This design comes from an exercise in tuning for small area and a short achievable clock period on the open sky130 flow, not from production work. At most, simulation tests tie the RTL to the original design; equivalence was not proved. Function not checked in run 1: the RTL went through the layout flow alone.

==> flow/design.v, too long to show whole: its modules and the start of the top module <==
// module csa_fa: 10 lines
// module csa_ha: 9 lines
// module iq_upconverter: 1132 lines
module iq_upconverter (
  input  logic        clk,
  input  logic        rstn,
  input  logic        en,
  input  logic [11:0] i_data,
  input  logic [11:0] q_data,
  output logic        if_valid,
  output logic [11:0] if_data
);
  // ...
==> flow/flow/run.sh <==
#!/bin/bash
# Layout: the standard ORFS flow (standard.sh), with two changes:
#  - the port buffers are sky130_fd_sc_hd__buf_4 cells instead of the
#    resizer's default choice (a delay cell);
#  - the repair steps may resize a cell to any drive strength, not only to a
#    cell with the same footprint.
# The output of each tool goes to the ORFS logs under orfs/logs; make's own
# output goes to standard.log here.
set -euo pipefail
bash standard.sh MATCH_CELL_FOOTPRINT=0 \
  "BUFFER_PORTS_ARGS=-buffer_cell sky130_fd_sc_hd__buf_4" \
  finish > standard.log 2>&1
==> flow/standard.sh <==
#!/bin/bash
# synth_recipe.tcl (not shown) runs the flow's synth.tcl, then flattens the netlist and writes it again
# the make line also repeats each setting of config.mk as NAME=value (left out here)
make -C /OpenROAD-flow-scripts/flow DESIGN_CONFIG=/design/flow/config.mk WORK_HOME=/design/flow/orfs CLKGATE_MAP_FILE= SYNTH_SCRIPT=/design/flow/synth_recipe.tcl "${@:-finish}"
==> flow/config.mk <==
export PLATFORM = sky130hd
export DESIGN_NAME = iq_upconverter
export DESIGN_NICKNAME = iq_upconverter
export VERILOG_FILES = /design/flow/design.v
export SDC_FILE = /design/flow/constraint.sdc
export NUM_CORES = 4
export LEC_CHECK = 0
export CAP_MARGIN = 20
export CORE_MARGIN = 2
export CORE_UTILIZATION = 40
export CTS_BUF_LIST = sky130_fd_sc_hd__clkbuf_4 sky130_fd_sc_hd__clkbuf_8
export SETUP_SLACK_MARGIN = 3.45
export SLEW_MARGIN = 20
export SYNTH_HIERARCHICAL = 1
==> flow/constraint.sdc <==
create_clock -name core_clock -period 6.0 [get_ports {clk}]
set_input_delay 1.2000 -clock core_clock [delete_from_list [all_inputs] [get_ports {clk}]]
set_output_delay 1.2000 -clock core_clock [all_outputs]
set_load 0.01 [all_outputs]
==> results.yml, run 1 <==
setup_path:
  cp.depth: 5
  cp_slowest_cell: "dfxtp_2"
  regToRegStartpoint: "ms[1]"
  cp-startpoint: "r3[11]"
  crit_type: "reg2out"
global_routing:
  grt_pass1_vias: 7757
  use_met3_pct: 2.84
clock_network:
  clk_path_buf_depth: 2
  post-cts-setup-buffer-count: 9
synthesis:
  ys.flop_type: "dfxtp_1"
  netlist_area_um2: 11400
  synth_top_family_by_area: "adder cells"
  synth-seq-cells: 178
layout:
  num-multi-input-gates: 711
  fill_cells: 2524
  nets: 1187
  seq_cells: 178
  nNonClkInverters: 26
drt:
  viasPerCell: 5.44
  drt_iter0_drc: 520
  drt-pass1-iter-count: 5
run:
  maxCapViolCount: 0
placed_design:
  port_buffers: 39
worst_hold_path:
  whs_path_depth: 0
run_status:
  outcome: "timing/DRC/antenna clean"
==> run 2, diff against run 1 <==
--- a/flow/design.v
+++ b/flow/design.v
@@ -1142,12 +1142,12 @@
   end
   logic [23:0] ra, rb;
   assign ra = {s2_23_0, s2_22_0, hs154, hs153, hs152, hs151, hs150, hs149, hs148, hs147, hs146, hs145, hs144, s2_10_2, 1'b0, 1'b0, 1'b0, 1'b0, 1'b0, 1'b0, 1'b0, 1'b0, 1'b0, 1'b0};
   assign rb = {s2_23_1, hc154, hc153, hc152, hc151, hc150, hc149, hc148, hc147, hc146, hc145, hc144, hc143, hs143, 1'b0, 1'b0, 1'b0, 1'b0, 1'b0, 1'b0, 1'b0, 1'b0, 1'b0, 1'b0};
   logic [23:0] fsum;
   assign fsum = ra + rb;
   logic [12:0] hs;   
   assign hs = fsum[23:11];
-  logic [12:0] r3;
-  always_ff @(posedge clk) r3 <= hs;
-  assign if_data = (r3[12] == r3[11]) ? r3[11:0] : {r3[12], {11{~r3[12]}}};
+  always_ff @(posedge clk) begin
+    if_data <= (hs[12] == hs[11]) ? hs[11:0] : {hs[12], {11{~hs[12]}}};
+  end
 endmodule
==> flow/flow/run.sh (replaced) <==
#!/bin/bash
# Layout: the standard ORFS flow (standard.sh), with two changes:
#  - the port buffers are sky130_fd_sc_hd__buf_8 cells instead of the
#    resizer's default choice (a delay cell);
#  - the repair steps may resize a cell to any drive strength, not only to a
#    cell with the same footprint.
# The output of each tool goes to the ORFS logs under orfs/logs; make's own
# output goes to standard.log here.
set -euo pipefail
bash standard.sh MATCH_CELL_FOOTPRINT=0 \
  "BUFFER_PORTS_ARGS=-buffer_cell sky130_fd_sc_hd__buf_8" \
  finish > standard.log 2>&1
--- a/flow/config.mk
+++ b/flow/config.mk
@@ -4,11 +4,12 @@
 export VERILOG_FILES = /design/flow/design.v
 export SDC_FILE = /design/flow/constraint.sdc
 export NUM_CORES = 4
 export LEC_CHECK = 0
 export CAP_MARGIN = 20
 export CORE_MARGIN = 2
 export CORE_UTILIZATION = 40
 export CTS_BUF_LIST = sky130_fd_sc_hd__clkbuf_4 sky130_fd_sc_hd__clkbuf_8
+export PLACE_DENSITY = 0.75
 export SETUP_SLACK_MARGIN = 3.45
 export SLEW_MARGIN = 20
 export SYNTH_HIERARCHICAL = 1
==> results.yml, run 2 <==
run_status:
  outcome: "timing/DRC/antenna clean"
global_routing:
  grt_pass1_vias: 7743
  antenna_found_initial: 0
  grt_max_degree: 46
  grt_pass1_wl_um: 43500
  grt_usage_pct: 19.5
  gr-total-overflow: 0
setup_path:
  arrival_ps: 2900
  cp_top_family: "compound AO/OA/AOI/OAI gates"
  critPathCaptureType: "flop"
  cp_slowest_cell: "a2111o_1"
  crit_type: "reg2reg"
  path_max_fanout: 4
  crit_chain: "ha_4 > ha_4 > a21oi_4 > o21ai_2 > a2111o_1 > a31o_1 > a21o_1 > buf_6 > a21oi_4 > clkbuf_16 > a21oi_2"
  worstSetupStartpointType: "flop"
  cpPeakStageDelay_ps: 360
  cp.required_ps: 6400
  worst-path-buf-inv: 2
timing:
  fin_crit_ps: 2500
  slew_headroom_pct: 38.4
  tightest_slew_ps: 923
  setup_viol: 0
  fin_skew_ps: 20.7
  rsz0062_at_grt: "yes"
  tns_ps: 0
  finalHoldViolations: 0
  fmax_ghz: 0.400
  period_share_pct: 41.7
  final_max_slew_viol_count: 0
layout:
  largest_register_ffs: 12
  final_cell_mix: "xnor2_1 (160), dfxtp_1 (120), fa_1 (101), a22oi_1 (70), a22oi_2 (62)"
  utilization_pct: 48.6
  nets: 1194
  top_register: "if_data"
  mostFrequentLayoutCell: "xnor2_1"
  drive_gt1_share_pct: 28.4
  syn_to_final_growth_pct: 20.0
  diodes: 0
synthesis:
  avgSynthCellArea_um2: 11.4
  ys.flop_type: "dfxtp_1"
  synth_cell_types: 64
  synthTopCellsByArea: "dfxtp_1 (24%), fa_1 (23%), xnor2_1 (13%), a22oi_1 (8.9%), dfrtp_1 (7.4%)"
  synth-seq-cells: 177
  ys_async_sr_fraction_pct: 25.4
  syn_inst: 985
  synth.yosys.seq_area_share_pct: 33.8
  netlist_area_um2: 11200
  yosysTopAreaCellShare_pct: 23.6
  yosys.area.top_type: "dfxtp_1"
  synthTopCellsByCount: "xnor2_1 (161), a22oi_1 (132), dfxtp_1 (132), fa_1 (126), clkbuf_1 (51)"
  ys_warn_count: 7
  synth_most_common_cell: "xnor2_1"
  synth_nets: 1186
  synth-edff-count: 0
placed_design:
  port_buffers: 39
  dp_hpwl_um: 19200
  gp_congestion: 0.913
drt:
  drt_iter0_drc: 666
  drt-pass1-iter-count: 6
  drc_errors: 0
  viasPerCell: 5.49
  ant_nets: 0
  wirelength_um: 27800
  num_vias: 7594
  wl_per_cell_um: 20.1
floorplanning:
  die_w_um: 171
  die-area_um2: 29300
  coreArea_um2: 27600
  initial_core_util_pct: 40.5
  num_rows: 61
  io_pins: 40
  die_h_um: 171
clock_network:
  worst_skew_pair.late_latency_ps: 500
  clk_path_buf_depth: 2
  htreeDepth: 4
  cts_buffers: 17
  numClockSinks: 177
  cts_tree: "yes"
  clockRootBuffer: "clkbuf_8"
  path_clk_slew_ps: 110
run:
  maxCapViolCount: 0
worst_hold_path:
  hold_class: "reg2reg"
-- run 2: final timing paths --
path,depth (start not counted),start,to,slack (ps)
setup reg to reg,11,s2_16_0,if_data[9],3500
min in group asynchronous,1,rstn,bn0[4],570
hold reg to reg,0,s1_23_0,s2_23_0,340
hold / removal,0,s1_23_0,s2_23_0,340
setup / recovery,11,s2_16_0,if_data[9],3500
max in group asynchronous,1,rstn,bo0[0],5110
-- run 2: cells by family after synthesis --
kind of cell | share of synthesized area [%]
xor gates and xnor gates | 14.6
muxes | 0.0895
AOI/OAI and AO/OA | 14.9
buffers and inverters | 4.12
and+or+nand+nor | 4.32
DFF | 33.8
adders and majority gates | 28.2
-- run 2: modules after synthesis (local to each module, per instance) --
| module | area, um2 | flip-flops and latches | times used |
|---|---|---|---|
| csa_fa | 20.0 | 0 | 125 |
| csa_ha | 12.5 | 0 | 23 |
| iq_upconverter | 8390 | 177 | 1 |
-- run 2: cell type report --
cell class                 instances  area (um2)
fill                            2403       14200
multi-input combinational        698        7700
sequential                       177        3800
timing repair buffer              73         888
tap                              378         473
clock buffer                      18         248
clock inverter                    14         190
inverter                          25         111
timing repair inverter             1        7.51
-- run 2: per-stage QoR --
| stage | area (um2) | std cells | setup WS [ps] | hold slack [ps] |
|---|---|---|---|---|
| after CTS | 13000 | 1363 | 3450 | 337 |
| after global routing | 13400 | 1384 | 3390 | 356 |
| after global placement | 12300 | 1315 | 2330 | 313 |
| after floorplan | 11800 | 985 | 3310 | 310 |
| final | 13400 | 1384 | 3500 | 338 |
| after detailed placement | 12300 | 1315 | 2310 | 312 |
-- run 2: metal layers --
metal / GRT usage [%] / wire length [um] / vias to the layer above
met3: 4.07 / 1860 / 47
met2: 30.2 / 12800 / 305
met5: 0 / 0 / -
met4: 6.56 / 623 / 0
li1: - / - / 3376
met1: 27.3 / 12600 / 3866
-- run 2: timing repair --
item,CTS,global route
buffers inserted,13,20
setup endpoints to repair,49,33
hold buffers,0,0
pin swaps,20,15
endpoints found under the hold margin,0,0
gates resized for setup,43,40
cloned,3,1

-- static timing again, ports no longer ideal --
No port has a modelled driver above. Below, the same layouts with a new extraction and two added sets of constraints. Step 1: set_driving_cell puts a clkbuf_16 on clk and a buf_2 on each other input, an assumption about the parent block. Step 2 times the ports against the registers' clock, not the clock port: input delays grow and output delays shrink by t, the midpoint of the rising clock arrivals with the driver on. a / b / c = ideal / step 1 / step 2; a / b = the first two.
run | t, ns | slack for setup (ns) | worst hold slack (ns) | worst setup path at the end
run 1 | 0.514 | 3.221 / 3.177 / 2.982 | 0.334 / 0.334 / 0.334 | input to register
run 2 | 0.534 | 3.497 / 3.497 / 3.065 | 0.338 / 0.338 / 0.338 | input to register
After both steps setup and hold are still met in every run listed. The setup slack of run 2, which loses most, moves by 0.000 ns with the drivers and by -0.432 ns with both steps.
